This design comes from an exercise in tuning for small area and few clock cycles per item on the open sky130 flow, not from production work.
No functional check of the RTL was part of any run shown here.
Power and IR drop assume default switching activity.

## flow/design.v (module list and top-level ports; edited modules follow where they fit)
// module dot_fa: 10 lines
// module dot_aoi: 8 lines
// module dot_oai: 8 lines
// module dot_andn_pp: 7 lines
// module dot_bsel_pppn: 9 lines
// module dot_bsel_pppp: 9 lines
// module dot_bsign_ppp: 8 lines
// module dot_fc1_nn: 7 lines
// module dot_fc1_np: 7 lines
// module dot_fs1_nn: 7 lines
// module dot_fs1_np: 7 lines
// module dot_gn_np: 7 lines
// module dot_gn_pp: 7 lines
// module dot_hc_nn: 7 lines
// module dot_hc_pp: 7 lines
// module dot_hs_nn: 7 lines
// module dot_hs_np: 7 lines
// module dot_nneg_ppp: 8 lines
// module dot_pn_pp: 7 lines
// module dot_xor_pn: 7 lines
// module dot_xor_pp: 7 lines
// module dot_top: 588 lines
module dot_top (
    input  logic        clk,
    input  logic        rst,
    input  dot_pkg::sample_vec_t a_data,
    input  logic        a_last,
    input  logic        a_valid,
    output logic        a_ready,
    input  dot_pkg::sample_vec_t b_data,
    input  logic        b_valid,
    output logic        b_ready,
    output dot_pkg::sum_t        out_data,
    output logic        out_last,
    output logic        out_valid,
    input  logic        out_ready
);
  // ...
==> flow/flow/run.sh <==
#!/bin/bash
# The standard layout (the standard.sh, all of it), with two changes:
# the port buffers are the smallest buffer cell, and before floorplanning
# every combinational cell is set to its smallest drive strength
# (flow/downsize.tcl); the flow's repair steps size cells up where timing
# needs it. Every tool's output is in standard.log here and in ORFS's own
# logs under orfs/logs.
set -e
export BUFFER_PORTS_ARGS="-buffer_cell sky130_fd_sc_hd__buf_1"
export PRE_FLOORPLAN_TCL="$PWD/flow/downsize.tcl"
bash standard.sh > standard.log 2>&1
==> flow/flow/downsize.tcl <==
# Run before floorplanning (PRE_FLOORPLAN_TCL): put every combinational cell
# in the smallest drive strength of its footprint. Floorplanning's timing
# repair and the later repair steps size up again where timing needs it.
set db [ord::get_db]
set block [ord::get_db_block]
set dont_use [split $::env(DONT_USE_CELLS)]
set swapped 0
foreach inst [$block getInsts] {
  set m [$inst getMaster]
  if { [$m isSequential] } { continue }
  set name [$m getName]
  if { ![regexp {^(sky130_fd_sc_hd__[a-z0-9]+)_([0-9]+)$} $name -> base drive] } { continue }
  set best $m
  foreach d {0 1 2} {
    set cand [$db findMaster ${base}_$d]
    if { $cand eq "NULL" } { continue }
    if { [lsearch -exact $dont_use ${base}_$d] >= 0 } { continue }
    if { [$cand getWidth] < [$best getWidth] } { set best $cand }
  }
  if { $best ne $m } {
    $inst swapMaster $best
    incr swapped
  }
}
puts "downsize.tcl: swapped $swapped cells to a smaller drive strength"
==> flow/standard.sh <==
#!/bin/bash
# synth_recipe.tcl (not shown) runs the flow's synth.tcl, then flattens the netlist and writes it again
# the make line also repeats each setting of config.mk as NAME=value (left out here)
make -C /OpenROAD-flow-scripts/flow DESIGN_CONFIG=/design/flow/config.mk WORK_HOME=/design/flow/orfs CLKGATE_MAP_FILE= SYNTH_SCRIPT=/design/flow/synth_recipe.tcl "${@:-finish}"
==> flow/config.mk <==
export PLATFORM = sky130hd
export DESIGN_NAME = dot_top
export DESIGN_NICKNAME = dot_top
export VERILOG_FILES = /design/flow/design.v
export SDC_FILE = /design/flow/constraint.sdc
export NUM_CORES = 4
export LEC_CHECK = 0
export CAP_MARGIN = 20
export CORE_MARGIN = 2
export CORE_UTILIZATION = 40
export SLEW_MARGIN = 20
export SYNTH_HIERARCHICAL = 1
export SYNTH_MINIMUM_KEEP_SIZE = 0
==> flow/constraint.sdc <==
create_clock -name core_clock -period 5.5 [get_ports {clk}]
set_input_delay 1.1000 -clock core_clock [delete_from_list [all_inputs] [get_ports {clk}]]
set_output_delay 1.1000 -clock core_clock [all_outputs]
set_load 0.01 [all_outputs]
==> flow_metrics.env, run 1 <==
export IMPL_cts_htree_levels=1
export IMPL_post_dp_cell_area_sq_um=7350
export IMPL_rrSetupSlack_ns=4.16
export IMPL_buffers=136
export IMPL_final_cell_mix="a22oi_1 (128), fa_1 (121), xnor2_1 (105)"
export IMPL_grt_pass1_wl_um=27000
export IMPL_period_share_pct=94.4
export IMPL_layout_commonest_cell="a22oi_1"
export IMPL_critPathBufInv=1
export IMPL_die_x_um=131
export IMPL_hpwl_um=15100
export IMPL_cts_hold_buf=0
export IMPL_max_freq_mhz=193
export IMPL_p_seq_share_pct=14.9
export IMPL_maxPowerGroup="combinational logic"
export IMPL_utilization_pct=46.9
export IMPL_grt_max_degree=25
export IMPL_seq_power_uw=623
export IMPL_met2_length_um=8360
export IMPL_numClockSinks=25
export IMPL_io_pins=88
export IMPL_peakVddDrop_mv=0.317
export IMPL_wl_met1_um=7130
export IMPL_tap_cells=216
export IMPL_outcome="complete, no violations"
export IMPL_netlist_instances=577
export IMPL_worstPathArrival_ns=5.19
export IMPL_p_comb_share_pct=81.4
export IMPL_layout_nonclk_buf_share_pct=9.35
==> run 2, diff against run 1 <==
--- a/flow/design.v
+++ b/flow/design.v
@@ -190,18 +190,18 @@
         if (rst) begin
             out_valid <= 1'b0;
         end else if (join_fire) begin
             out_valid <= 1'b1;
         end else if (out_ready) begin
             out_valid <= 1'b0;
         end
     end
-    logic e1, e2, e3, e4, e5, e6, e7, e8, e9, e10, e11, e12, e13, m14, m15, m16, m17, m18, m19, m20, m21, x22, x23, x24, x25, x26, x27, x28, x29, x30, m31, m32, m33, m34, m35, m36, m37, m38, x39, x40, x41, x42, x43, x44, x45, x46, x47, m48, m49, m50, m51, m52, m53, m54, m55, x56, x57, x58, x59, x60, x61, x62, x63, x64, m65, m66, m67, m68, m69, m70, m71, m72, x73, x74, x75, x76, x77, x78, x79, x80, x81, k82, k83, s84, c85, k86, s87, c88, k89, e90, e91, e92, e93, e94, e95, e96, e97, e98, e99, e100, e101, e102, m103, m104, m105, m106, m107, m108, m109, m110, x111, x112, x113, x114, x115, x116, x117, x118, x119, m120, m121, m122, m123, m124, m125, m126, m127, x128, x129, x130, x131, x132, x133, x134, x135, x136, m137, m138, m139, m140, m141, m142, m143, m144, x145, x146, x147, x148, x149, x150, x151, x152, x153, m154, m155, m156, m157, m158, m159, m160, m161, x162, x163, x164, x165, x166, x167, x168, x169, x170, k171, k172, s173, c174, k175, s176, c177, k178, e179, e180, e181, e182, e183, e184, e185, e186, e187, e188, e189, e190, e191, m192, m193, m194, m195, m196, m197, m198, m199, x200, x201, x202, x203, x204, x205, x206, x207, x208, m209, m210, m211, m212, m213, m214, m215, m216, x217, x218, x219, x220, x221, x222, x223, x224, x225, m226, m227, m228, m229, m230, m231, m232, m233, x234, x235, x236, x237, x238, x239, x240, x241, x242, m243, m244, m245, m246, m247, m248, m249, m250, x251, x252, x253, x254, x255, x256, x257, x258, x259, k260, k261, s262, c263, k264, s265, c266, k267, e268, e269, e270, e271, e272, e273, e274, e275, e276, e277, e278, e279, e280, m281, m282, m283, m284, m285, m286, m287, m288, x289, x290, x291, x292, x293, x294, x295, x296, x297, m298, m299, m300, m301, m302, m303, m304, m305, x306, x307, x308, x309, x310, x311, x312, x313, x314, m315, m316, m317, m318, m319, m320, m321, m322, x323, x324, x325, x326, x327, x328, x329, x330, x331, m332, m333, m334, m335, m336, m337, m338, m339, x340, x341, x342, x343, x344, x345, x346, x347, x348, k349, k350, s351, c352, k353, s354, c355, k356, s357, c358, s359, c360, s361, c362, s363, c364, s365, c366, s367, c368, s369, c370, s371, c372, s373, c374, s375, c376, s377, c378, s379, c380, s381, c382, s383, c384, s385, c386, s387, c388, s389, c390, s391, c392, s393, c394, s395, c396, s397, c398, s399, c400, s401, c402, s403, c404, s405, c406, s407, c408, s409, c410, s411, c412, s413, c414, s415, c416, s417, c418, s419, c420, s421, c422, s423, c424, s425, c426, s427, c428, s429, c430, s431, c432, s433, c434, s435, c436, s437, c438, s439, c440, s441, c442, s443, c444, s445, c446, s447, c448, s449, c450, s451, c452, s453, c454, s455, c456, s457, c458, s459, c460, s461, c462, s463, c464, s465, c466, s467, c468, s469, c470, s471, c472, s473, c474, s475, c476, s477, c478, s479, c480, s481, c482, s483, c484, s485, c486, s487, c488, s489, c490, s491, c492, s493, c494, s495, c496, s497, c498, s499, c500, s501, c502, s503, c504, s505, c506, s507, c508, s509, c510, s511, c512, s513, c514, s515, c516, s517, c518, s519, c520, s521, c522, s523, c524, s525, c526, s527, c528, s529, c530, s531, c532, s533, c534, s535, c536, s537, c538, s539, c540, s541, c542, s543, c544, s545, c546, s547, c548, s549, c550, s551, c552, s553, c554, s555, c556, s557, c558, s559, c560, s561, c562, s563, c564, s565, c566, s567, c568, s569, c570, s571, c572, s573, c574, s575, c576, s577, c578, s579, c580, s581, c582, s583, c584, s585, c586, s587, c588, s589, c590, s591, c592, s593, c594, s595, c596, s597, c598, s599, c600, s601, c602, o603, q604, o605, q606, o607, q608, p609, o610, g611, q612, p613, o614, g615, q616, p617, o618, g619, q620, p621, o622, g623, q624, p625, o626, g627, q628, p629, o630, g631, q632, p633, o634, g635, q636, p637, o638, g639, q640, o641, q642, p643, o644, g645, q646, o647;
-    logic r0_0, r0_1, r1_0, r2_0, r3_0, r3_1, r3_2, r4_0, r4_1, r5_0, r5_1, r6_0, r6_1, r7_0, r7_1, r7_2, r8_0, r8_1, r9_0, r10_0, r11_0, r11_1, r12_0;
+    logic e1, e2, e3, e4, e5, e6, e7, e8, e9, e10, e11, e12, e13, m14, m15, m16, m17, m18, m19, m20, m21, x22, x23, x24, x25, x26, x27, x28, x29, x30, m31, m32, m33, m34, m35, m36, m37, m38, x39, x40, x41, x42, x43, x44, x45, x46, x47, m48, m49, m50, m51, m52, m53, m54, m55, x56, x57, x58, x59, x60, x61, x62, x63, x64, m65, m66, m67, m68, m69, m70, m71, m72, x73, x74, x75, x76, x77, x78, x79, x80, x81, k82, k83, s84, c85, k86, s87, c88, k89, e90, e91, e92, e93, e94, e95, e96, e97, e98, e99, e100, e101, e102, m103, m104, m105, m106, m107, m108, m109, m110, x111, x112, x113, x114, x115, x116, x117, x118, x119, m120, m121, m122, m123, m124, m125, m126, m127, x128, x129, x130, x131, x132, x133, x134, x135, x136, m137, m138, m139, m140, m141, m142, m143, m144, x145, x146, x147, x148, x149, x150, x151, x152, x153, m154, m155, m156, m157, m158, m159, m160, m161, x162, x163, x164, x165, x166, x167, x168, x169, x170, k171, k172, s173, c174, k175, s176, c177, k178, e179, e180, e181, e182, e183, e184, e185, e186, e187, e188, e189, e190, e191, m192, m193, m194, m195, m196, m197, m198, m199, x200, x201, x202, x203, x204, x205, x206, x207, x208, m209, m210, m211, m212, m213, m214, m215, m216, x217, x218, x219, x220, x221, x222, x223, x224, x225, m226, m227, m228, m229, m230, m231, m232, m233, x234, x235, x236, x237, x238, x239, x240, x241, x242, m243, m244, m245, m246, m247, m248, m249, m250, x251, x252, x253, x254, x255, x256, x257, x258, x259, k260, k261, s262, c263, k264, s265, c266, k267, e268, e269, e270, e271, e272, e273, e274, e275, e276, e277, e278, e279, e280, m281, m282, m283, m284, m285, m286, m287, m288, x289, x290, x291, x292, x293, x294, x295, x296, x297, m298, m299, m300, m301, m302, m303, m304, m305, x306, x307, x308, x309, x310, x311, x312, x313, x314, m315, m316, m317, m318, m319, m320, m321, m322, x323, x324, x325, x326, x327, x328, x329, x330, x331, m332, m333, m334, m335, m336, m337, m338, m339, x340, x341, x342, x343, x344, x345, x346, x347, x348, k349, k350, s351, c352, k353, s354, c355, k356, s357, c358, s359, c360, s361, c362, s363, c364, s365, c366, s367, c368, s369, c370, s371, c372, s373, c374, s375, c376, s377, c378, s379, c380, s381, c382, s383, c384, s385, c386, s387, c388, s389, c390, s391, c392, s393, c394, s395, c396, s397, c398, s399, c400, s401, c402, s403, c404, s405, c406, s407, c408, s409, c410, s411, c412, s413, c414, s415, c416, s417, c418, s419, c420, s421, c422, s423, c424, s425, c426, s427, c428, s429, c430, s431, c432, s433, c434, s435, c436, s437, c438, s439, c440, s441, c442, s443, c444, s445, c446, s447, c448, s449, c450, s451, c452, s453, c454, s455, c456, s457, c458, s459, c460, s461, c462, s463, c464, s465, c466, s467, c468, s469, c470, s471, c472, s473, c474, s475, c476, s477, c478, s479, c480, s481, c482, s483, c484, s485, c486, s487, c488, s489, c490, s491, c492, s493, c494, s495, c496, s497, c498, s499, c500, s501, c502, s503, c504, s505, c506, s507, c508, s509, c510, s511, c512, s513, c514, s515, c516, s517, c518, s519, c520, s521, c522, s523, c524, s525, c526, s527, c528, s529, c530, s531, c532, s533, c534, s535, c536, s537, c538, s539, c540, s541, c542, s543, c544, s545, c546, s547, c548, s549, c550, s551, c552, s553, c554, s555, c556, s557, c558, s559, c560, s561, c562, s563, c564, s565, c566, s567, c568, s569, c570, s571, c572, s573, c574, s575, c576, s577, c578, s579, c580, s581, c582, s583, c584, s585, c586, s587, c588, s589, c590, s591, c592, s593, c594, s595, c596, s597, c598, s599, c600, s601, c602, s603, c604, o605, q606, o607, q608, o609, q610, p611, o612, g613, q614, p615, o616, g617, q618, p619, o620, g621, q622, p623, o624, g625, q626, p627, o628, g629, q630, p631, o632, g633, q634, p635, o636, g637, q638, p639, o640, g641, q642, p643, o644, g645, q646, p647, o648, g649, q650, o651;
+    logic r0_0, r0_1, r1_0, r2_0, r3_0, r3_1, r3_2, r4_0, r4_1, r5_0, r5_1, r6_0, r6_1, r7_0, r7_1, r7_2, r8_0, r8_1, r9_0, r10_0, r10_1, r10_2, r11_0, r12_0;
     dot_andn_pp u1 (.a(b_data[0]), .b(b_data[1]), .y(e1));
     dot_xor_pp u2 (.a(b_data[2]), .b(b_data[1]), .y(e2));
     dot_xor_pp u3 (.a(b_data[3]), .b(b_data[2]), .y(e3));
     dot_andn_pp u4 (.a(e2), .b(e3), .y(e4));
     dot_nneg_ppp u5 (.a(b_data[3]), .b(b_data[2]), .c(b_data[1]), .y(e5));
     dot_xor_pp u6 (.a(b_data[4]), .b(b_data[3]), .y(e6));
     dot_xor_pp u7 (.a(b_data[5]), .b(b_data[4]), .y(e7));
     dot_andn_pp u8 (.a(e6), .b(e7), .y(e8));
@@ -584,85 +584,84 @@
     dot_fa u369 (.a(c398), .b(s427), .ci(c400), .s(s429), .co(c430));
     dot_fa u370 (.a(x29), .b(x44), .ci(x59), .s(s431), .co(c432));
     dot_fa u371 (.a(x74), .b(x118), .ci(x133), .s(s433), .co(c434));
     dot_fa u372 (.a(x148), .b(x163), .ci(x207), .s(s435), .co(c436));
     dot_fa u373 (.a(x222), .b(x237), .ci(x252), .s(s437), .co(c438));
     dot_fa u374 (.a(x296), .b(x311), .ci(x326), .s(s439), .co(c440));
     dot_fa u375 (.a(x341), .b(c402), .ci(c404), .s(s441), .co(c442));
     dot_fa u376 (.a(c406), .b(c408), .ci(c410), .s(s443), .co(c444));
-    dot_fa u377 (.a(c412), .b(c414), .ci(s431), .s(s445), .co(c446));
-    dot_fa u378 (.a(s433), .b(s435), .ci(s437), .s(s447), .co(c448));
-    dot_fa u379 (.a(s439), .b(c416), .ci(s441), .s(s449), .co(c450));
+    dot_fa u377 (.a(c412), .b(s431), .ci(s433), .s(s445), .co(c446));
+    dot_fa u378 (.a(s435), .b(s437), .ci(s439), .s(s447), .co(c448));
+    dot_fa u379 (.a(c414), .b(s441), .ci(c416), .s(s449), .co(c450));
     dot_fa u380 (.a(c418), .b(c420), .ci(s443), .s(s451), .co(c452));
     dot_fa u381 (.a(s445), .b(s447), .ci(c422), .s(s453), .co(c454));
     dot_fa u382 (.a(s449), .b(c424), .ci(s451), .s(s455), .co(c456));
-    dot_fa u383 (.a(c426), .b(s453), .ci(s455), .s(s457), .co(c458));
+    dot_fa u383 (.a(s453), .b(c426), .ci(s455), .s(s457), .co(c458));
     dot_fa u384 (.a(x30), .b(x45), .ci(x60), .s(s459), .co(c460));
     dot_fa u385 (.a(x75), .b(x119), .ci(x134), .s(s461), .co(c462));
     dot_fa u386 (.a(x149), .b(x164), .ci(x208), .s(s463), .co(c464));
     dot_fa u387 (.a(x223), .b(x238), .ci(x253), .s(s465), .co(c466));
     dot_fa u388 (.a(x297), .b(x312), .ci(x327), .s(s467), .co(c468));
     dot_fa u389 (.a(x342), .b(c432), .ci(c434), .s(s469), .co(c470));
     dot_fa u390 (.a(c436), .b(c438), .ci(c440), .s(s471), .co(c472));
     dot_fa u391 (.a(s459), .b(s461), .ci(s463), .s(s473), .co(c474));
     dot_fa u392 (.a(s465), .b(s467), .ci(c442), .s(s475), .co(c476));
     dot_fa u393 (.a(c444), .b(c446), .ci(s469), .s(s477), .co(c478));
     dot_fa u394 (.a(c448), .b(s471), .ci(s473), .s(s479), .co(c480));
-    dot_fa u395 (.a(c450), .b(s475), .ci(c452), .s(s481), .co(c482));
+    dot_fa u395 (.a(s475), .b(c450), .ci(c452), .s(s481), .co(c482));
     dot_fa u396 (.a(s477), .b(s479), .ci(c454), .s(s483), .co(c484));
-    dot_fa u397 (.a(c456), .b(s481), .ci(s483), .s(s485), .co(c486));
+    dot_fa u397 (.a(s481), .b(c456), .ci(s483), .s(s485), .co(c486));
     dot_fa u398 (.a(x46), .b(x61), .ci(x76), .s(s487), .co(c488));
     dot_fa u399 (.a(x135), .b(x150), .ci(x165), .s(s489), .co(c490));
     dot_fa u400 (.a(x224), .b(x239), .ci(x254), .s(s491), .co(c492));
     dot_fa u401 (.a(x313), .b(x328), .ci(x343), .s(s493), .co(c494));
     dot_fa u402 (.a(c460), .b(c462), .ci(c464), .s(s495), .co(c496));
     dot_fa u403 (.a(c466), .b(c468), .ci(s487), .s(s497), .co(c498));
     dot_fa u404 (.a(s489), .b(s491), .ci(s493), .s(s499), .co(c500));
     dot_fa u405 (.a(c470), .b(c472), .ci(c474), .s(s501), .co(c502));
     dot_fa u406 (.a(s495), .b(s497), .ci(s499), .s(s503), .co(c504));
-    dot_fa u407 (.a(c476), .b(c478), .ci(c480), .s(s505), .co(c506));
-    dot_fa u408 (.a(s501), .b(s503), .ci(c482), .s(s507), .co(c508));
+    dot_fa u407 (.a(c476), .b(c478), .ci(s501), .s(s505), .co(c506));
+    dot_fa u408 (.a(c480), .b(s503), .ci(c482), .s(s507), .co(c508));
     dot_fa u409 (.a(s505), .b(c484), .ci(s507), .s(s509), .co(c510));
     dot_fa u410 (.a(x47), .b(x62), .ci(x77), .s(s511), .co(c512));
     dot_fa u411 (.a(x136), .b(x151), .ci(x166), .s(s513), .co(c514));
     dot_fa u412 (.a(x225), .b(x240), .ci(x255), .s(s515), .co(c516));
     dot_fa u413 (.a(x314), .b(x329), .ci(x344), .s(s517), .co(c518));
     dot_fa u414 (.a(c488), .b(c490), .ci(c492), .s(s519), .co(c520));
     dot_fa u415 (.a(c494), .b(s511), .ci(s513), .s(s521), .co(c522));
     dot_fa u416 (.a(s515), .b(s517), .ci(c496), .s(s523), .co(c524));
     dot_fa u417 (.a(c498), .b(c500), .ci(s519), .s(s525), .co(c526));
     dot_fa u418 (.a(s521), .b(c502), .ci(s523), .s(s527), .co(c528));
     dot_fa u419 (.a(c504), .b(s525), .ci(c506), .s(s529), .co(c530));
     dot_fa u420 (.a(s527), .b(c508), .ci(s529), .s(s531), .co(c532));
     dot_fa u421 (.a(x63), .b(x78), .ci(x152), .s(s533), .co(c534));
     dot_fa u422 (.a(x167), .b(x241), .ci(x256), .s(s535), .co(c536));
     dot_fa u423 (.a(x330), .b(x345), .ci(c512), .s(s537), .co(c538));
     dot_fa u424 (.a(c514), .b(c516), .ci(c518), .s(s539), .co(c540));
-    dot_fa u425 (.a(s533), .b(s535), .ci(c520), .s(s541), .co(c542));
-    dot_fa u426 (.a(s537), .b(c522), .ci(s539), .s(s543), .co(c544));
+    dot_fa u425 (.a(s533), .b(s535), .ci(s537), .s(s541), .co(c542));
+    dot_fa u426 (.a(c520), .b(c522), .ci(s539), .s(s543), .co(c544));
     dot_fa u427 (.a(c524), .b(s541), .ci(c526), .s(s545), .co(c546));
     dot_fa u428 (.a(s543), .b(c528), .ci(s545), .s(s547), .co(c548));
     dot_fa u429 (.a(x64), .b(x79), .ci(x153), .s(s549), .co(c550));
     dot_fa u430 (.a(x168), .b(x242), .ci(x257), .s(s551), .co(c552));
     dot_fa u431 (.a(x331), .b(x346), .ci(c534), .s(s553), .co(c554));
     dot_fa u432 (.a(c536), .b(s549), .ci(s551), .s(s555), .co(c556));
-    dot_fa u433 (.a(c538), .b(c540), .ci(s553), .s(s557), .co(c558));
-    dot_fa u434 (.a(s555), .b(c542), .ci(c544), .s(s559), .co(c560));
-    dot_fa u435 (.a(s557), .b(c546), .ci(s559), .s(s561), .co(c562));
+    dot_fa u433 (.a(c538), .b(s553), .ci(c540), .s(s557), .co(c558));
+    dot_fa u434 (.a(s555), .b(c542), .ci(s557), .s(s559), .co(c560));
+    dot_fa u435 (.a(c544), .b(c546), .ci(s559), .s(s561), .co(c562));
     dot_fa u436 (.a(x80), .b(x169), .ci(x258), .s(s563), .co(c564));
     dot_fa u437 (.a(x347), .b(c550), .ci(c552), .s(s565), .co(c566));
     dot_fa u438 (.a(s563), .b(c554), .ci(c556), .s(s567), .co(c568));
     dot_fa u439 (.a(s565), .b(c558), .ci(s567), .s(s569), .co(c570));
     dot_fa u440 (.a(c560), .b(s569), .ci(c562), .s(s571), .co(c572));
     dot_fa u441 (.a(x81), .b(x170), .ci(x259), .s(s573), .co(c574));
     dot_fa u442 (.a(x348), .b(c564), .ci(s573), .s(s575), .co(c576));
     dot_fa u443 (.a(c566), .b(s575), .ci(c568), .s(s577), .co(c578));
-    dot_fa u444 (.a(s577), .b(c570), .ci(c572), .s(s579), .co(c580));
-    dot_fa u445 (.a(c574), .b(c576), .ci(c578), .s(s581), .co(c582));
+    dot_fa u444 (.a(c574), .b(c576), .ci(c578), .s(s579), .co(c580));
     always_ff @(posedge clk) begin
         if (join_fire) begin
             out_last <= a_last;
             r0_0 <= s375;
             r0_1 <= s377;
             r1_0 <= s399;
             r2_0 <= s429;
             r3_0 <= c428;
@@ -675,81 +674,88 @@
             r6_0 <= c510;
             r6_1 <= s531;
             r7_0 <= c530;
             r7_1 <= s547;
             r7_2 <= c532;
             r8_0 <= c548;
             r8_1 <= s561;
             r9_0 <= s571;
-            r10_0 <= s579;
-            r11_0 <= c580;
-            r11_1 <= s581;
-            r12_0 <= c582;
+            r10_0 <= c570;
+            r10_1 <= s577;
+            r10_2 <= c572;
+            r11_0 <= s579;
+            r12_0 <= c580;
         end
     end
-    dot_hs_nn u446 (.a(r3_0), .b(r3_1), .y(s583));
-    dot_hc_nn u447 (.a(r3_0), .b(r3_1), .y(c584));
-    dot_hs_nn u448 (.a(r4_0), .b(r4_1), .y(s585));
-    dot_hc_nn u449 (.a(r4_0), .b(r4_1), .y(c586));
-    dot_hs_nn u450 (.a(r5_0), .b(r5_1), .y(s587));
-    dot_hc_nn u451 (.a(r5_0), .b(r5_1), .y(c588));
-    dot_fs1_nn u452 (.a(r6_0), .b(r6_1), .y(s589));
-    dot_fc1_nn u453 (.a(r6_0), .b(r6_1), .y(c590));
-    dot_fs1_nn u454 (.a(r7_0), .b(r7_1), .y(s591));
-    dot_fc1_nn u455 (.a(r7_0), .b(r7_1), .y(c592));
-    dot_hs_nn u456 (.a(r8_0), .b(r8_1), .y(s593));
-    dot_hc_nn u457 (.a(r8_0), .b(r8_1), .y(c594));
-    dot_hs_nn u458 (.a(r11_0), .b(r11_1), .y(s595));
-    dot_hc_nn u459 (.a(r11_0), .b(r11_1), .y(c596));
-    dot_hs_np u460 (.a(r7_2), .b(c590), .y(s597));
-    dot_andn_pp u461 (.a(r7_2), .b(c590), .y(c598));
-    dot_xor_pp u462 (.a(c592), .b(s593), .y(s599));
-    dot_hc_pp u463 (.a(c592), .b(s593), .y(c600));
-    dot_fs1_np u464 (.a(r9_0), .b(c594), .y(s601));
-    dot_fc1_np u465 (.a(r9_0), .b(c594), .y(c602));
-    assign o603 = ~r0_0 ^ ~r0_1;
-    dot_hc_nn u466 (.a(r0_0), .b(r0_1), .y(q604));
-    assign o605 = ~r1_0 ^ q604;
-    assign q606 = ~r1_0 & q604;
-    assign o607 = ~r2_0 ^ q606;
-    assign q608 = ~r2_0 & q606;
-    dot_hs_np u467 (.a(r3_2), .b(s583), .y(p609));
-    assign o610 = p609 ^ q608;
-    dot_andn_pp u468 (.a(r3_2), .b(s583), .y(g611));
-    dot_aoi u469 (.g(g611), .p(p609), .c(q608), .y(q612));
-    dot_pn_pp u470 (.a(c584), .b(s585), .y(p613));
-    assign o614 = p613 ^ q612;
-    dot_gn_pp u471 (.a(c584), .b(s585), .y(g615));
-    dot_oai u472 (.gn(g615), .pn(p613), .cn(q612), .y(q616));
-    dot_xor_pp u473 (.a(c586), .b(s587), .y(p617));
-    assign o618 = p617 ^ q616;
-    dot_hc_pp u474 (.a(c586), .b(s587), .y(g619));
-    dot_aoi u475 (.g(g619), .p(p617), .c(q616), .y(q620));
-    dot_pn_pp u476 (.a(c588), .b(s589), .y(p621));
-    assign o622 = p621 ^ q620;
-    dot_gn_pp u477 (.a(c588), .b(s589), .y(g623));
-    dot_oai u478 (.gn(g623), .pn(p621), .cn(q620), .y(q624));
-    dot_xor_pp u479 (.a(s591), .b(s597), .y(p625));
-    assign o626 = p625 ^ q624;
-    dot_hc_pp u480 (.a(s591), .b(s597), .y(g627));
-    dot_aoi u481 (.g(g627), .p(p625), .c(q624), .y(q628));
-    dot_pn_pp u482 (.a(c598), .b(s599), .y(p629));
-    assign o630 = p629 ^ q628;
-    dot_gn_pp u483 (.a(c598), .b(s599), .y(g631));
-    dot_oai u484 (.gn(g631), .pn(p629), .cn(q628), .y(q632));
-    dot_xor_pp u485 (.a(c600), .b(s601), .y(p633));
-    assign o634 = p633 ^ q632;
-    dot_hc_pp u486 (.a(c600), .b(s601), .y(g635));
-    dot_aoi u487 (.g(g635), .p(p633), .c(q632), .y(q636));
-    dot_fs1_np u488 (.a(r10_0), .b(c602), .y(p637));
-    assign o638 = p637 ^ q636;
-    dot_gn_np u489 (.a(r10_0), .b(c602), .y(g639));
-    dot_oai u490 (.gn(g639), .pn(p637), .cn(q636), .y(q640));
-    assign o641 = ~(s595 ^ q640);
-    assign q642 = s595 | q640;
-    dot_hs_np u491 (.a(r12_0), .b(c596), .y(p643));
+    dot_hs_nn u445 (.a(r3_0), .b(r3_1), .y(s581));
+    dot_hc_nn u446 (.a(r3_0), .b(r3_1), .y(c582));
+    dot_hs_nn u447 (.a(r4_0), .b(r4_1), .y(s583));
+    dot_hc_nn u448 (.a(r4_0), .b(r4_1), .y(c584));
+    dot_hs_nn u449 (.a(r5_0), .b(r5_1), .y(s585));
+    dot_hc_nn u450 (.a(r5_0), .b(r5_1), .y(c586));
+    dot_fs1_nn u451 (.a(r6_0), .b(r6_1), .y(s587));
+    dot_fc1_nn u452 (.a(r6_0), .b(r6_1), .y(c588));
+    dot_fs1_nn u453 (.a(r7_0), .b(r7_1), .y(s589));
+    dot_fc1_nn u454 (.a(r7_0), .b(r7_1), .y(c590));
+    dot_hs_nn u455 (.a(r8_0), .b(r8_1), .y(s591));
+    dot_hc_nn u456 (.a(r8_0), .b(r8_1), .y(c592));
+    dot_hs_nn u457 (.a(r10_0), .b(r10_1), .y(s593));
+    dot_hc_nn u458 (.a(r10_0), .b(r10_1), .y(c594));
+    dot_hs_np u459 (.a(r7_2), .b(c588), .y(s595));
+    dot_andn_pp u460 (.a(r7_2), .b(c588), .y(c596));
+    dot_xor_pp u461 (.a(c590), .b(s591), .y(s597));
+    dot_hc_pp u462 (.a(c590), .b(s591), .y(c598));
+    dot_fs1_np u463 (.a(r9_0), .b(c592), .y(s599));
+    dot_fc1_np u464 (.a(r9_0), .b(c592), .y(c600));
+    dot_hs_np u465 (.a(r10_2), .b(s593), .y(s601));
+    dot_andn_pp u466 (.a(r10_2), .b(s593), .y(c602));
+    dot_fs1_np u467 (.a(r11_0), .b(c594), .y(s603));
+    dot_fc1_np u468 (.a(r11_0), .b(c594), .y(c604));
+    assign o605 = ~r0_0 ^ ~r0_1;
+    dot_hc_nn u469 (.a(r0_0), .b(r0_1), .y(q606));
+    assign o607 = ~r1_0 ^ q606;
+    assign q608 = ~r1_0 & q606;
+    assign o609 = ~r2_0 ^ q608;
+    assign q610 = ~r2_0 & q608;
+    dot_hs_np u470 (.a(r3_2), .b(s581), .y(p611));
+    assign o612 = p611 ^ q610;
+    dot_andn_pp u471 (.a(r3_2), .b(s581), .y(g613));
+    dot_aoi u472 (.g(g613), .p(p611), .c(q610), .y(q614));
+    dot_pn_pp u473 (.a(c582), .b(s583), .y(p615));
+    assign o616 = p615 ^ q614;
+    dot_gn_pp u474 (.a(c582), .b(s583), .y(g617));
+    dot_oai u475 (.gn(g617), .pn(p615), .cn(q614), .y(q618));
+    dot_xor_pp u476 (.a(c584), .b(s585), .y(p619));
+    assign o620 = p619 ^ q618;
+    dot_hc_pp u477 (.a(c584), .b(s585), .y(g621));
+    dot_aoi u478 (.g(g621), .p(p619), .c(q618), .y(q622));
+    dot_pn_pp u479 (.a(c586), .b(s587), .y(p623));
+    assign o624 = p623 ^ q622;
+    dot_gn_pp u480 (.a(c586), .b(s587), .y(g625));
+    dot_oai u481 (.gn(g625), .pn(p623), .cn(q622), .y(q626));
+    dot_xor_pp u482 (.a(s589), .b(s595), .y(p627));
+    assign o628 = p627 ^ q626;
+    dot_hc_pp u483 (.a(s589), .b(s595), .y(g629));
+    dot_aoi u484 (.g(g629), .p(p627), .c(q626), .y(q630));
+    dot_pn_pp u485 (.a(c596), .b(s597), .y(p631));
+    assign o632 = p631 ^ q630;
+    dot_gn_pp u486 (.a(c596), .b(s597), .y(g633));
+    dot_oai u487 (.gn(g633), .pn(p631), .cn(q630), .y(q634));
+    dot_xor_pp u488 (.a(c598), .b(s599), .y(p635));
+    assign o636 = p635 ^ q634;
+    dot_hc_pp u489 (.a(c598), .b(s599), .y(g637));
+    dot_aoi u490 (.g(g637), .p(p635), .c(q634), .y(q638));
+    dot_pn_pp u491 (.a(c600), .b(s601), .y(p639));
+    assign o640 = p639 ^ q638;
+    dot_gn_pp u492 (.a(c600), .b(s601), .y(g641));
+    dot_oai u493 (.gn(g641), .pn(p639), .cn(q638), .y(q642));
+    dot_xor_pp u494 (.a(c602), .b(s603), .y(p643));
     assign o644 = p643 ^ q642;
-    dot_andn_pp u492 (.a(r12_0), .b(c596), .y(g645));
-    dot_aoi u493 (.g(g645), .p(p643), .c(q642), .y(q646));
-    assign o647 = ~~q646;
-    assign out_data = {o647, o644, o641, o638, o634, o630, o626, o622, o618, o614, o610, o607, o605, o603};
+    dot_hc_pp u495 (.a(c602), .b(s603), .y(g645));
+    dot_aoi u496 (.g(g645), .p(p643), .c(q642), .y(q646));
+    dot_fs1_np u497 (.a(r12_0), .b(c604), .y(p647));
+    assign o648 = p647 ^ q646;
+    dot_gn_np u498 (.a(r12_0), .b(c604), .y(g649));
+    dot_oai u499 (.gn(g649), .pn(p647), .cn(q646), .y(q650));
+    assign o651 = ~q650;
+    assign out_data = {o651, o648, o644, o640, o636, o632, o628, o624, o620, o616, o612, o609, o607, o605};
 endmodule
==> flow_metrics.env, run 2 <==
export IMPL_root_buffer="clkbuf_16"
export IMPL_cts_hold_buf=0
export IMPL_critical_path_startpoint_type="input port"
export IMPL_cts_buffers_inserted=3
export IMPL_antenna_found_initial=0
export IMPL_hpwl_um=15200
export IMPL_drt_wl_total_um=17000
export IMPL_critPathKind="in -> reg"
export IMPL_path_clk_slew_ns=0.06
export IMPL_vias=4847
export IMPL_grt_use_total_pct=20.3
export IMPL_netlist_instances=581
export IMPL_grt_max_degree=26
export IMPL_wl_per_cell_um=18.6
export IMPL_max_freq_mhz=196
export IMPL_clock_skew_ns=0.00149
export IMPL_yosys_warnings=7
export IMPL_leakage_nw=2.55
export IMPL_portBuffers=87
export IMPL_cts_tree="done"
export IMPL_numClockSinks=26
export IMPL_finalPower_mw=4.34
export IMPL_hold_viol=0
export IMPL_maxCapViolCount=0
export IMPL_worstPathArrival_ns=5.10
export IMPL_die_x_um=131
export IMPL_cts_buffer_depth=2
export IMPL_layout_commonest_cell="a22oi_1"
export IMPL_cts_htree_levels=1
export IMPL_grt_pass1_wl_um=27600
export IMPL_route_detailed_drc=0
export IMPL_rsz0062_at_grt="no"
export IMPL_peakVddDrop_mv=0.294
export IMPL_hold_path_class="reg -> reg"
export IMPL_final_cells=916
export IMPL_drv_slew=0
export IMPL_period_share_pct=93.0
export IMPL_final_cell_mix="a22oi_1 (128), fa_1 (120), xnor2_1 (105)"
export IMPL_grt_pass1_vias=5173
export IMPL_worst_ep_required_time_ns=5.49
export IMPL_core_area_sq_um=15900
export IMPL_grt_overflow=0
export IMPL_multi_input_area_sq_um=5600
export IMPL_die_h_um=131
export IMPL_worstSetupEndpointType="flop"
export IMPL_finalSetupTns_ns=0
export IMPL_initialDrtViolationCount=282
export IMPL_gp_congestion=0.906
export IMPL_ant_nets=0
export IMPL_io_pins=88
export IMPL_ctsResizeCount=0
export IMPL_fill_cells=1549
export IMPL_powerDensity_nw_per_um2=585
export IMPL_start_util_pct=40.8
export IMPL_rows=46
export IMPL_drive_gt1_share_pct=6.43
export IMPL_final_nets=893
export IMPL_period_minus_slack_ns=5.11
export IMPL_setup_viol=0
export IMPL_dr_pass1_iters=5
export IMPL_post_cts_buffers=0
export IMPL_regArea_sq_um=771
export IMPL_tightest_slew_ns=1.04
export IMPL_place_inst=912
export IMPL_worstPathMaxFanout=11
export IMPL_die_area_sq_um=17200
export IMPL_vias_per_cell=5.29
export IMPL_diodes=0
export IMPL_syn_nets=773
export IMPL_timing_slew_headroom_pct=30.5
export IMPL_outcome="complete, no violations"
export IMPL_clk_latency_ns=0.25
run 2: cell type report:
| type | instances | area share, % |
|---|---|---|
| flip-flops and latches | 26 | 10.4 |
| clock buffers | 4 | 1.06 |
| multi-input cells | 526 | 75.5 |
| repair buffers | 129 | 8.65 |
| inverters | 15 | 0.759 |
| well taps | 216 | 3.64 |
run 2: power breakdown:
group / internal (mW) / switching, mW / total, mW / leakage, nW
Sequential: 0.577 / 0.0508 / 0.628 / 0.241
Clock: 0.0987 / 0.0549 / 0.154 / 0.0382
Combinational: 1.61 / 1.95 / 3.56 / 2.27
run 2: worst paths after layout:
kind	from	to	slack, ns	cells after the start
worst max-delay path	b_data[1]	r2_0	0.39	11
worst max register to register	out_valid	r3_0	3.83	2
worst min-delay path	out_valid	out_valid	0.54	2
worst min register to register	out_valid	out_valid	0.54	2
run 2: layer usage:
metal | part of all wire (%) | global-route usage [%] | wire [um] | up-vias
met3 | 4.1 | 1.81 | 706 | 18
met5 | 0 | 0 | 0 | -
li1 | - | - | - | 2297
met2 | 51 | 36.1 | 8620 | 142
met4 | 2.5 | 5.25 | 422 | 0
met1 | 43 | 26.8 | 7300 | 2390
run 2: critical path, stage by stage:
cell     delay [ns]
buf_1          0.15
buf_4          0.22
xor2_1         0.20
a22oi_1        0.15
fa_1           0.44
fa_1           0.45
or4_1          0.60
fa_1           0.47
fa_1           0.47
fa_1           0.39
fa_1           0.45
run 2: metrics by stage:
| stage | worst slack, ns | util (%) | hold WS, ns | instance area, sq um |
|---|---|---|---|---|
| floorplan | 0.371 | - | 0.529 | 6480 |
| global placement | 0.247 | 46.2 | 0.501 | 7340 |
| detailed placement | 0.133 | 46.2 | 0.533 | 7340 |
| global route | 0.263 | 46.7 | 0.576 | 7420 |
| finish | 0.387 | 46.7 | 0.535 | 7420 |
| CTS | 0.393 | 46.7 | 0.543 | 7420 |
==> run 3, diff against run 2 <==
--- a/flow/flow/run.sh
+++ b/flow/flow/run.sh
@@ -8,4 +8,5 @@
 set -e
 export BUFFER_PORTS_ARGS="-buffer_cell sky130_fd_sc_hd__buf_1"
 export PRE_FLOORPLAN_TCL="$PWD/flow/downsize.tcl"
+export GLOBAL_PLACEMENT_ARGS="-keep_resize_below_overflow 0"
 bash standard.sh > standard.log 2>&1
==> flow_metrics.env, run 3 <==
export IMPL_outcome="complete, no violations"
export IMPL_powerDensity_nw_per_um2=601
export IMPL_worst_ep_required_time_ns=5.50
export IMPL_worstPathArrival_ns=5.32
export IMPL_drv_slew=0
export IMPL_cts_htree_levels=1
export IMPL_portBuffers=87
export IMPL_drt_wl_total_um=16400
export IMPL_finalSetupTns_ns=0
export IMPL_final_nets=851
export IMPL_peakVddDrop_mv=0.277
export IMPL_hold_path_class="reg -> reg"
export IMPL_grt_overflow=0
export IMPL_tightest_slew_ns=1.01
export IMPL_pre_cts_ws_ns=-0.706
export IMPL_met2_length_um=8450
export IMPL_numClockSinks=26
export IMPL_die_h_um=131
export IMPL_fin_ws_ns=0.182
export IMPL_maxCapViolCount=0
export IMPL_drive_gt1_share_pct=3.50
export IMPL_cts_buffer_depth=2
export IMPL_finalPower_mw=4.33
export IMPL_cts_hold_buf=0
export IMPL_path_clk_slew_ns=0.06
export IMPL_die_area_sq_um=17200
export IMPL_ant_nets=0
export IMPL_leakage_nw=2.38
export IMPL_gp_congestion=0.907
export IMPL_worstPathMaxFanout=13
export IMPL_yosys_warnings=7
export IMPL_route_detailed_drc=0
export IMPL_core_area_sq_um=15900
export IMPL_setup_viol=0
export IMPL_rows=46
export IMPL_wl_met1_um=7100
export IMPL_io_pins=88
export IMPL_period_minus_slack_ns=5.32
export IMPL_clk_latency_ns=0.25
export IMPL_netlist_instances=581
export IMPL_critical_path_startpoint_type="input port"
export IMPL_start_util_pct=40.8
export IMPL_fill_cells=1563
export IMPL_top_layer="met4"
export IMPL_root_buffer="clkbuf_16"
export IMPL_grt_max_degree=26
export IMPL_grt_use_total_pct=19.2
export IMPL_die_x_um=131
export IMPL_timing_slew_headroom_pct=32.3
export IMPL_dr_pass1_iters=5
export IMPL_antenna_found_initial=0
export IMPL_syn_nets=773
export IMPL_utilization_pct=45.4
export IMPL_max_freq_mhz=188
export IMPL_initialDrtViolationCount=292
export IMPL_grt_pass1_vias=4866
export IMPL_worstSetupEndpointType="flop"
export IMPL_diodes=0
export IMPL_hpwl_um=14600
export IMPL_cts_tree="done"
export IMPL_vias=4725
export IMPL_grt_pass1_wl_um=26100
export IMPL_cts_buffers_inserted=3
export IMPL_period_share_pct=96.7
export IMPL_hold_viol=0
export IMPL_vias_per_cell=5.41
export IMPL_wl_per_cell_um=18.7
export IMPL_post_cts_buffers=0
export IMPL_critPathKind="in -> reg"
export IMPL_clock_skew_ns=0.00203
export IMPL_layout_commonest_cell="a22oi_1"
export IMPL_final_cell_mix="a22oi_1 (128), fa_1 (120), xnor2_1 (105)"
export IMPL_met3WireLength_um=625
export IMPL_rrSetupSlack_ns=3.85
## run 3: power breakdown
group          switching (mW)  internal, mW
Sequential             0.0506         0.577
Clock                  0.0583         0.111
Combinational            1.95          1.58
## run 3: worst paths after layout
path	startpoint	to	cells after the start
worst max register to register	out_valid	r4_1	2
worst max-delay path	b_data[9]	r2_0	10
worst min-delay path	out_valid	out_valid	2
worst min register to register	out_valid	out_valid	2
## run 3: final cells by class
class	instances	area [sq um]	share of cell area, %
multi-input cells	526	5690	78.9
repair buffers	87	332	4.60
clock buffers	4	88.8	1.23
well taps	216	270	3.75
flip-flops and latches	26	771	10.7
inverters	15	56.3	0.781
## run 3: per-layer routing
layer  global-route usage (%)  vias to the layer above
met5                        0                        -
met4                     3.20                        0
met3                     1.20                       13
met2                     35.1                      156
met1                     25.5                     2345
li1                         -                     2211
## run 3: stage by stage
step / hold WS, ns / instance area [sq um] / std cells
after floorplan: 0.529 / 6480 / 581
after global placement: 0.503 / 7030 / 870
after detailed placement: 0.527 / 7030 / 870
after CTS: 0.537 / 7130 / 874
after global routing: 0.589 / 7210 / 874
final: 0.537 / 7210 / 874
## run 3: timing repair
action                                  CTS  global route
pin swaps                                 0             0
endpoints found under the setup margin    9             7
gates resized for setup                   6            14
## run 3: critical path: stages
cell	delay (ns)
buf_2	0.27
nor2b_1	0.53
a22oi_1	0.22
fa_1	0.45
fa_1	0.44
or4_1	0.57
fa_1	0.45
fa_1	0.46
fa_1	0.40
fa_1	0.43

separate check: timing with driven ports:
The flow's constraints put no driver on any port. The routed layouts listed below were extracted and timed again, unchanged, in two steps.
Step 1 sets driving cells, clkbuf_16 on the clock port and buf_2 on the other inputs (assumed; they add their load-dependent delay and slew).
Step 2, shift: input delay + t, output delay - t, t = (earliest + latest rising clock arrival at the registers) / 2. This alone moves slack from input paths to output paths.
Three values: ideal, step 1, step 2; two values: the first two.
run	shift t [ns]	setup WS [ns]	worst hold slack (ns)	worst setup path at the end	latest minus earliest clock arrival (ns)
run 1	0.284	0.305 / 0.316 / 0.031	0.534 / 0.534 / 0.534	input to register	0.008 / 0.007
run 2	0.282	0.387 / 0.393 / 0.111	0.535 / 0.535 / 0.535	input to register	0.001 / 0.002
run 3	0.287	0.182 / 0.194 / -0.093	0.537 / 0.537 / 0.537	input to register	0.002 / 0.002
Met with ideal ports but missed after step 2: setup timing in run 3. For run 2, which loses most, drivers alone change the setup slack by +0.006 ns; drivers and shift together by -0.276 ns.
